This is an optimization exercise on Yosys and OpenROAD, whose aim is small area, a short achievable clock period and few clock cycles, not a production implementation. At most, simulation tests tie the RTL to the original design; equivalence was not proved. Power figures rest on the tool's default switching activity, not on a simulated workload.

==> onyx: inputs <==
==> flow/design.v (excerpt) <==
module graph_triangle_enumerator (
   input  wire logic                              clock,
   input  wire logic                              reset,
   input  wire logic                              req_valid,
   output logic                                   req_ready,
   input  wire logic                              req_kind,
   input  wire logic [gte_pkg::NODE_W-1:0]        req_row_index,
   input  wire logic [gte_pkg::ROW_W-1:0]         req_row_bits,
   output logic                                   rsp_valid,
   input  wire logic                              rsp_ready,
   output logic      [gte_pkg::NODE_W-1:0]        rsp_first_node,
   output logic      [gte_pkg::NODE_W-1:0]        rsp_second_node,
   output logic      [gte_pkg::NODE_W-1:0]        rsp_third_node,
   output logic                                   rsp_found,
   input  wire logic                              psel,
   input  wire logic                              penable,
   input  wire logic                              pwrite,
   input  wire logic [gte_pkg::CSR_ADDR_W-1:0]    paddr,
   input  wire logic [gte_pkg::CSR_DATA_W-1:0]    pwdata,
   output logic      [gte_pkg::CSR_DATA_W-1:0]    prdata,
   output logic                                   pready
);
export LEC_CHECK = 0
export CAP_MARGIN = 20
export CORE_MARGIN = 2
export CORE_UTILIZATION = 40
export PLACE_DENSITY = 0.6
export SETUP_SLACK_MARGIN = 3.0
export SLEW_MARGIN = 20
create_clock -name core_clock -period 7.0 [get_ports {clock}]
run.sh (not shown) runs the stock make flow with config.mk's settings and CLKGATE_MAP_FILE= SYNTH_SCRIPT=/design/flow/synth_recipe.tcl, a recipe that flattens the netlist after the stock synthesis.
==> juniper (differences from onyx) <==
--- a/flow/design.v
+++ b/flow/design.v
@@ -39,10 +39,25 @@
       pre_or = p;
    endfunction
    function automatic logic [31:0] low_bit(input logic [31:0] x);
       low_bit = x & ~pre_or(x);
    endfunction
+   function automatic logic [2:0] cnt3(input logic [31:0] x);
+      logic [2:0] c [0:31];
+      integer i, k;
+      for (i = 0; i < 32; i = i + 1) begin
+         c[i] = {2'b00, x[i]};
+      end
+      for (k = 1; k < 32; k = k * 2) begin
+         for (i = 0; i + k < 32; i = i + 2 * k) begin
+            c[i] = {c[i][2] | c[i+k][2] | (c[i][1] & c[i+k][0]) | (c[i][0] & c[i+k][1]),
+                    c[i][1] | c[i+k][1] | (c[i][0] & c[i+k][0]),
+                    c[i][0] | c[i+k][0]};
+         end
+      end
+      cnt3 = c[0];
+   endfunction
    function automatic logic [4:0] enc(input logic [31:0] x);
       integer i;
       enc = '0;
       for (i = 0; i < 32; i = i + 1) begin
          if (x[i]) begin
@@ -80,61 +95,135 @@
    logic              cur_ff;         
    logic [1:0]        st_ff;
    logic [NODE_W-1:0] au_ff;
    logic [ROW_W-1:0]  vset_ff;
    logic              floor_ff;       
+   logic              b_valid_ff;
+   logic [NODE_W-1:0] b_u_ff;
+   logic [NODE_W-1:0] b_v_ff;
+   logic [ROW_W-1:0]  b_w_ff;
    logic              c_valid_ff;
+   logic              c_last_ff;      
    logic [NODE_W-1:0] c_u_ff;
    logic [NODE_W-1:0] c_v_ff;
    logic [ROW_W-1:0]  c_w_ff;
    logic              fetch_acc;
    logic              nx_valid;
    logic              out_space;
    logic              pop;
    logic              restart;
+   logic [5:0]        n_eff;
    logic [ROW_W-1:0]  mask_n;
    logic [NODE_W-1:0] cu;
    logic [NODE_W-1:0] cv;
+   logic [NODE_W-1:0] au_next;
+   logic              scan_row;
+   logic              scan_edge;
+   logic [ROW_W-1:0]  row_in;
    logic [ROW_W-1:0]  v_sel;
    logic [ROW_W-1:0]  v_rest;
-   logic [NODE_W-1:0] v_idx;
-   logic [ROW_W-1:0]  w_scan;
    logic [ROW_W-1:0]  w_floor;
-   logic              c_multi;
-   logic              w_any;
+   logic [ROW_W-1:0]  w_scan;
+   logic [2:0]        b_cnt;
+   logic [2:0]        c_cnt;
    logic              c_free;
-   logic              c_load;
+   logic              b_free;
+   logic              b_any;
    logic [ROW_W-1:0]  c_w_sel;
    logic [ROW_W-1:0]  c_w_rest;
-   logic [NODE_W-1:0] c_w_idx;
-   logic [5:0]        n_eff;
-   assign n_eff  = (node_count > 6'd32) ? 6'd32 : node_count;
-   assign mask_n = below(n_eff);
-   assign nx_valid  = c_valid_ff || (st_ff == S_DONE);
+   assign n_eff   = (node_count > 6'd32) ? 6'd32 : node_count;
+   assign mask_n  = below(n_eff);
+   assign nx_valid  = c_valid_ff || ((st_ff == S_DONE) && !b_valid_ff);
    assign out_space = !rsp_valid_ff || rsp_ready;
    assign pop       = pend_ff && nx_valid && out_space;
-   assign req_ready = !pend_ff || (nx_valid && out_space);
+   assign req_ready = !pend_ff || (nx_valid && !rsp_valid_ff) || (nx_valid && rsp_ready);
    assign fetch_acc = req_valid && req_ready && req_kind;
    assign load_acc  = req_valid && req_ready && !req_kind;
    assign restart   = load_acc || count_write;
    assign cu = cur_ff ? out_a_ff : '0;
    assign cv = cur_ff ? out_b_ff : '0;
+   assign au_next   = au_ff + 5'd1;
+   assign scan_row  = (st_ff == S_SCAN) && (vset_ff == '0);
+   assign scan_edge = (st_ff == S_SCAN) && (vset_ff != '0) && b_free;
    assign v_sel  = low_bit(vset_ff);
    assign v_rest = vset_ff & ~v_sel;
-   assign v_idx  = enc(v_sel);
-   assign w_floor = floor_ff ? above(out_c_ff) : '1;
-   assign w_scan = rd_row & v_rest & w_floor;
    assign rd_sel = v_sel
-                 | (((st_ff == S_SCAN) && (vset_ff == '0)) ? dec(au_ff + 5'd1) : '0)
+                 | (scan_row ? dec(au_next) : '0)
                  | ((st_ff == S_RSTU) ? dec(cu) : '0);
-   assign c_free   = !c_valid_ff || (pop && !c_multi);
-   assign w_any    = (w_scan != '0);
-   assign c_load   = (st_ff == S_SCAN) && (vset_ff != '0) && w_any && c_free;
+   assign w_floor = (floor_ff && vset_ff[cv]) ? above(out_c_ff) : '1;
+   assign w_scan  = rd_row & v_rest & w_floor;
+   assign row_in  = rd_row & mask_n;
+   always_ff @(posedge clock) begin
+      if (reset || restart) begin
+         st_ff <= S_RSTU;
+      end else begin
+         case (st_ff)
+            S_RSTU: st_ff <= S_SCAN;
+            S_SCAN: begin
+               if (scan_row && ({1'b0, au_ff} + 6'd3 >= n_eff)) begin
+                  st_ff <= S_DONE;
+               end
+            end
+            default: st_ff <= st_ff;
+         endcase
+      end
+   end
+   always_ff @(posedge clock) begin
+      if (reset || restart) begin
+         vset_ff  <= '0;
+         floor_ff <= 1'b0;
+      end else if (st_ff == S_RSTU) begin
+         au_ff    <= cu;
+         vset_ff  <= row_in & (above(cv) | dec(cv));
+         floor_ff <= cur_ff;
+      end else if (scan_row) begin
+         au_ff    <= au_next;
+         vset_ff  <= row_in;
+         floor_ff <= 1'b0;
+      end else if (scan_edge) begin
+         vset_ff  <= v_rest;
+         floor_ff <= 1'b0;
+      end
+   end
    assign c_w_sel  = low_bit(c_w_ff);
    assign c_w_rest = c_w_ff & ~c_w_sel;
-   assign c_w_idx  = enc(c_w_sel);
-   assign c_multi  = (c_w_rest != '0);
+   assign b_cnt    = cnt3(b_w_ff);
+   assign c_cnt    = cnt3(c_w_ff);
+   assign c_free   = !c_valid_ff || (pop && c_last_ff);
+   assign b_any    = b_valid_ff && b_cnt[0];
+   assign b_free   = !b_any || c_free;
+   always_ff @(posedge clock) begin
+      if (reset || restart) begin
+         b_valid_ff <= 1'b0;
+         c_valid_ff <= 1'b0;
+      end else begin
+         if (scan_edge) begin
+            b_valid_ff <= 1'b1;
+         end else if (c_free) begin
+            b_valid_ff <= 1'b0;
+         end
+         if (c_free) begin
+            c_valid_ff <= b_any;
+         end
+      end
+   end
+   always_ff @(posedge clock) begin
+      if (scan_edge) begin
+         b_u_ff <= au_ff;
+         b_v_ff <= enc(v_sel);
+         b_w_ff <= w_scan;
+      end
+      if (c_free) begin
+         c_u_ff    <= b_u_ff;
+         c_v_ff    <= b_v_ff;
+         c_w_ff    <= b_w_ff;
+         c_last_ff <= !b_cnt[1];
+      end else if (pop && c_valid_ff) begin
+         c_w_ff    <= c_w_rest;
+         c_last_ff <= !c_cnt[2];
+      end
+   end
    always_ff @(posedge clock) begin
       if (reset) begin
          pend_ff      <= 1'b0;
          rsp_valid_ff <= 1'b0;
          cur_ff       <= 1'b0;
@@ -160,77 +249,19 @@
       if (pop) begin
          out_found_ff <= c_valid_ff;
          if (c_valid_ff) begin
             out_a_ff <= c_u_ff;
             out_b_ff <= c_v_ff;
-            out_c_ff <= c_w_idx;
+            out_c_ff <= enc(c_w_sel);
          end
       end
    end
    assign rsp_valid       = rsp_valid_ff;
    assign rsp_found       = out_found_ff;
    assign rsp_first_node  = out_found_ff ? out_a_ff : '0;
    assign rsp_second_node = out_found_ff ? out_b_ff : '0;
    assign rsp_third_node  = out_found_ff ? out_c_ff : '0;
-   always_ff @(posedge clock) begin
-      if (reset || restart) begin
-         st_ff <= S_RSTU;
-      end else begin
-         case (st_ff)
-            S_RSTU: st_ff <= S_SCAN;
-            S_SCAN: begin
-               if ((vset_ff == '0) && ({1'b0, au_ff} + 6'd3 >= n_eff)) begin
-                  st_ff <= S_DONE;
-               end
-            end
-            default: st_ff <= st_ff;
-         endcase
-      end
-   end
-   always_ff @(posedge clock) begin
-      if (reset || restart) begin
-         vset_ff  <= '0;
-         floor_ff <= 1'b0;
-      end else begin
-         case (st_ff)
-            S_RSTU: begin
-               au_ff    <= cu;
-               vset_ff  <= rd_row & mask_n & (above(cv) | dec(cv));
-               floor_ff <= cur_ff && ((rd_row & mask_n & dec(cv)) != '0);
-            end
-            S_SCAN: begin
-               if (vset_ff == '0) begin
-                  au_ff   <= au_ff + 5'd1;
-                  vset_ff <= rd_row & mask_n;
-               end else if (!w_any || c_free) begin
-                  vset_ff  <= v_rest;
-                  floor_ff <= 1'b0;
-               end
-            end
-            default: begin
-            end
-         endcase
-      end
-   end
-   always_ff @(posedge clock) begin
-      if (reset || restart) begin
-         c_valid_ff <= 1'b0;
-      end else if (c_load) begin
-         c_valid_ff <= 1'b1;
-      end else if (pop && !c_multi) begin
-         c_valid_ff <= 1'b0;
-      end
-   end
-   always_ff @(posedge clock) begin
-      if (c_load) begin
-         c_u_ff <= au_ff;
-         c_v_ff <= v_idx;
-         c_w_ff <= w_scan;
-      end else if (pop && c_valid_ff) begin
-         c_w_ff <= c_w_rest;
-      end
-   end
 endmodule
 `default_nettype wire
 `default_nettype none
 import gte_pkg::*;
 module gte_dp (
==> flow/config.mk (replaced) <==
export PLATFORM = sky130hd
export DESIGN_NAME = graph_triangle_enumerator
export DESIGN_NICKNAME = graph_triangle_enumerator
export VERILOG_FILES = /design/flow/design.v
export SDC_FILE = /design/flow/constraint.sdc
export NUM_CORES = 4
export LEC_CHECK = 0
export ABC_AREA = 1
export CAP_MARGIN = 20
export CORE_MARGIN = 2
export CORE_UTILIZATION = 40
export PLACE_DENSITY = 0.5
export SETUP_SLACK_MARGIN = 3.4
export SLEW_MARGIN = 20
==> run summary <==
clock buffers 96; leakage power 14.3 nW; Non-clk bufs 159; fmax 284 MHz; DRT Pass-1 Iters 8; non-filler cells, final 4507; CP max FO 22; outcome finished clean
# the run above: juniper

==> run summary <==
non-filler cells, final 5244; fmax 199 MHz; outcome finished clean; Syn Area/Cell 9.82 sq um; Non-clk bufs 700; leakage power 15.5 nW; wire length on met3 41100 um; DRT Pass-1 Iters 9; clock buffers 83; CP max FO 13
# the run above: onyx

Testbench counts of juniper, summed over its fixed seeds: cycles 33,239.
The RTL of onyx was laid out without a check of its function.

## port drivers added, routing unchanged
In the flow no input, the clock included, has a driving cell. The finished layouts below were timed again as built, in two steps. Step 1 (the two cells are an assumption about what drives the block):
set clk [get_ports {clock}]
set_driving_cell -lib_cell sky130_fd_sc_hd__clkbuf_16 $clk
set_driving_cell -lib_cell sky130_fd_sc_hd__buf_2 [delete_from_list [all_inputs] $clk]
Step 2 moves the port delays by t, midway between the first and last clock arrival at a register: inputs arrive t later, outputs are due t later. That takes back most of the time a late clock gives input paths. Three values: ideal ports, drivers, drivers and shift; two values: the first two.
| run | shift t [ns] | setup slack, ns | worst hold slack (ns) | worst setup path at the end |
|---|---|---|---|---|
| onyx | 0.758 | 1.968 / 1.968 / 1.968 | 0.398 / 0.398 / 0.398 | register to register |
| juniper | 0.706 | 3.479 / 3.464 / 2.899 | 0.416 / 0.416 / 0.416 | input to register |
After both steps every run listed still meets setup and hold. The setup slack of juniper, which loses most, moves by -0.015 ns with the drivers and by -0.580 ns with both steps.
